From an optimization exercise on the open Yosys and OpenROAD flow, aimed at small area, a short achievable clock period and few clock cycles per item; shortcuts taken in it are not production practice. Only simulation tests tie the RTL to the original design; equivalence was not proved. Power and IR drop assume default switching activity.

run 1:
## streaming_top_n_selector
module streaming_top_n_selector (
   input  logic        clock,
   input  logic        reset,
   input  logic        csr_we,
   input  logic [4:0]  csr_wdata,
   input  logic        req_tvalid,
   output logic        req_tready,
   input  logic [47:0] req_tdata,
   input  logic        req_tlast,
   output logic        rsp_tvalid,
   input  logic        rsp_tready,
   output logic [47:0] rsp_tdata,
   output logic        rsp_tlast
);
Size in the first run: about 6,100 cells after synthesis, roughly 710 flip-flops, ~110 I/O pins.
clock: 6.0 ns
lec_check: 0
abc_area: 1
cap_margin: 20
core_margin: 2
core_utilization: 40
cts_buf_list: sky130_fd_sc_hd__clkbuf_4
setup_slack_margin: 1.5
slew_margin: 20
run.sh (not shown) runs the stock make flow with config.mk's settings and CLKGATE_MAP_FILE= SYNTH_SCRIPT=/design/flow/synth_recipe.tcl, a recipe that flattens the netlist after the stock synthesis.
Having completed the whole flow, run 1 delivered a layout that passed the timing, design-rule and antenna checks.
Testbench counts of run 1, summed over its fixed seeds: cycles 5,636, items 5,341.
## Diff of input files: run 2 against run 1
# run 1
export LEC_CHECK = 0
export ABC_AREA = 1
export CAP_MARGIN = 20
export CORE_MARGIN = 2
export CORE_UTILIZATION = 40
export CTS_BUF_LIST = sky130_fd_sc_hd__clkbuf_4
export SETUP_SLACK_MARGIN = 1.5
export SLEW_MARGIN = 20
create_clock -name core_clock -period 6.0 [get_ports {clock}]
# run 2
export LEC_CHECK = 0
export ABC_AREA = 1
export CAP_MARGIN = 20
export CORE_MARGIN = 2
export CORE_UTILIZATION = 40
export SETUP_SLACK_MARGIN = 1.75
export SLEW_MARGIN = 20
create_clock -name core_clock -period 6.0 [get_ports {clock}]
==> comparison <==
Delta (run 2 minus run 1): total power has increased, worst setup timing slack at the placement stage has increased. Looking only at total setup buffers inserted after CTS, and setting everything else aside, the higher value of run 2 and run 1 goes to run 2.
Edits applied to the flow inputs when going from run 2 to run 3:
# run 2
export LEC_CHECK = 0
export ABC_AREA = 1
export CAP_MARGIN = 20
export CORE_MARGIN = 2
export CORE_UTILIZATION = 40
export SETUP_SLACK_MARGIN = 1.75
export SLEW_MARGIN = 20
create_clock -name core_clock -period 6.0 [get_ports {clock}]
# run 3
export LEC_CHECK = 0
export ABC_AREA = 1
export CAP_MARGIN = 20
export CORE_MARGIN = 2
export CORE_UTILIZATION = 55
export SETUP_SLACK_MARGIN = 1.5
export SLEW_MARGIN = 20
create_clock -name core_clock -period 6.0 [get_ports {clock}]
[compare] base=run 2 new=run 3: met3 capacity usage during global routing has increased, count of boundary I/O pins has remained practically unchanged, fraction of the cycle the final worst path needs has increased, worst setup slack has decreased, post-place instance area has increased. Count of TritonRoute iterations in the first routing pass delta for run 3 relative to run 2: 11 higher. Relative to run 2, fraction of power consumed by the clock network has decreased by 0.2 points in run 3. | combinational cell fraction of total power | run 3 vs run 2 | 0.2 points lower |. Clock latency at the later pin of the worst-skew pair (higher): run 2. Higher wire length of the first global-routing pass among run 3 and run 2: run 2. Between run 2 and run 3, the flow reports cell area decreasing by a few percent.
> inputs changed (run 3 -> run 4)
# run 3
export LEC_CHECK = 0
export ABC_AREA = 1
export CAP_MARGIN = 20
export CORE_MARGIN = 2
export CORE_UTILIZATION = 55
export SETUP_SLACK_MARGIN = 1.5
export SLEW_MARGIN = 20
create_clock -name core_clock -period 6.0 [get_ports {clock}]
# run 4
export LEC_CHECK = 0
export ABC_AREA = 1
export CAP_MARGIN = 20
export CORE_MARGIN = 2
export CORE_UTILIZATION = 40
export CTS_BUF_LIST = sky130_fd_sc_hd__clkbuf_8
export SETUP_SLACK_MARGIN = 1.5
export SLEW_MARGIN = 20
create_clock -name core_clock -period 6.0 [get_ports {clock}]
==> run notes <==
The switching portion of total power in run 4 was higher than what run 3 gave. Floorplan check, run 4 vs run 3: die outline larger in run 4. From run 3 to run 4 the numbers moved as follows: met1 wire length climbed about 12%; starting density of the core dropped 15 points; wire length of the first global-routing pass climbed 1.3%; total power dropped about 2.8%. Run 4 vs. run 3: detail-routed via count per cell lost 6.8%, post-layout worst setup margin went down by 140 ps. Looking only at via count, and setting everything else aside, the higher value of run 3 and run 4 goes to run 3. Run 4: all stages complete, timing, DRC and antenna checks passed. Compared with run 3, run 4 instantiates a larger number of standard cells.
The following lists how run 5 was set up differently from run 4:
# run 4
export LEC_CHECK = 0
export ABC_AREA = 1
export CAP_MARGIN = 20
export CORE_MARGIN = 2
export CORE_UTILIZATION = 40
export CTS_BUF_LIST = sky130_fd_sc_hd__clkbuf_8
export SETUP_SLACK_MARGIN = 1.5
export SLEW_MARGIN = 20
create_clock -name core_clock -period 6.0 [get_ports {clock}]
# run 5
export LEC_CHECK = 0
export ABC_AREA = 1
export CAP_MARGIN = 20
export CORE_MARGIN = 2
export CORE_UTILIZATION = 40
export SETUP_SLACK_MARGIN = 1.6
export SLEW_MARGIN = 20
create_clock -name core_clock -period 6.0 [get_ports {clock}]
==> run notes <==
Number of logic stages on the critical path including buffering up 1 in run 5 wrt run 4
The lower global-route usage of run 4 and run 5 is in run 4.
Final design instance area without fill in run 5 vs run 4: up about 1.4%
Run 4 -> run 5: clock distribution area overhead in the final layout flat
Input-level comparison between run 6 and run 5:
# run 5
export LEC_CHECK = 0
export ABC_AREA = 1
export CAP_MARGIN = 20
export CORE_MARGIN = 2
export CORE_UTILIZATION = 40
export SETUP_SLACK_MARGIN = 1.6
export SLEW_MARGIN = 20
create_clock -name core_clock -period 6.0 [get_ports {clock}]
# run 6
export LEC_CHECK = 0
export ABC_AREA = 1
export CAP_MARGIN = 20
export CORE_MARGIN = 2
export CORE_UTILIZATION = 40
export SETUP_SLACK_MARGIN = 1.4
export SLEW_MARGIN = 20
create_clock -name core_clock -period 6.0 [get_ports {clock}]
==> run notes <==
Worst-skew pair later-pin latency, run 5 and run 6, higher one = run 6.
Looking at cell depth of the worst setup path across run 5 and run 6, the one that comes out lower is run 5.
Run 5 → run 6: power dropped about 2.4%, internal power lower, clock network power share +1.0 points.
Diff run 5 and run 6: minimum hold slack lower in run 6
Run 6 vs run 5: utilization down in run 6
Run 6 has completed all stages; timing, DRC and antenna checks passed.
Via count in run 6 is 682 lower than in run 5
The number of cells on the worst reg-to-reg path reported for run 6 is smaller than that of run 5 by 2.

## re-timing with driven ports
No port has a modelled driver above. Below, the same layouts with a new extraction and two added sets of constraints. Step 1 sets driving cells, clkbuf_16 on the clock port and buf_2 on the other inputs (assumed; they add their load-dependent delay and slew). Step 2 times the ports against the registers' clock, not the clock port: input delays grow and output delays shrink by t, the midpoint of the rising clock arrivals with the driver on. a / b / c = no drivers / after step 1 / after step 2; a / b = the first two.
run	t, ns	setup WS [ns]	latest minus earliest clock arrival (ns)	worst data-port slew with drivers (ns)	cell pins on the clock port's net
run 1	1.222	1.076 / 1.003 / 0.197	0.124 / 0.125	0.10	1
run 2	0.748	1.461 / 1.388 / 1.103	0.065 / 0.064	0.08	1
run 3	0.720	1.371 / 1.300 / 0.816	0.039 / 0.038	0.06	1
run 4	0.904	1.231 / 1.159 / 0.667	0.089 / 0.089	0.10	1
run 5	0.748	1.420 / 1.348 / 0.924	0.028 / 0.028	0.08	1
run 6	0.748	1.318 / 1.247 / 0.692	0.084 / 0.083	0.09	1
After both steps every run listed still meets setup and hold. The setup slack of run 1, which loses most, moves by -0.073 ns with the drivers and by -0.879 ns with both steps.
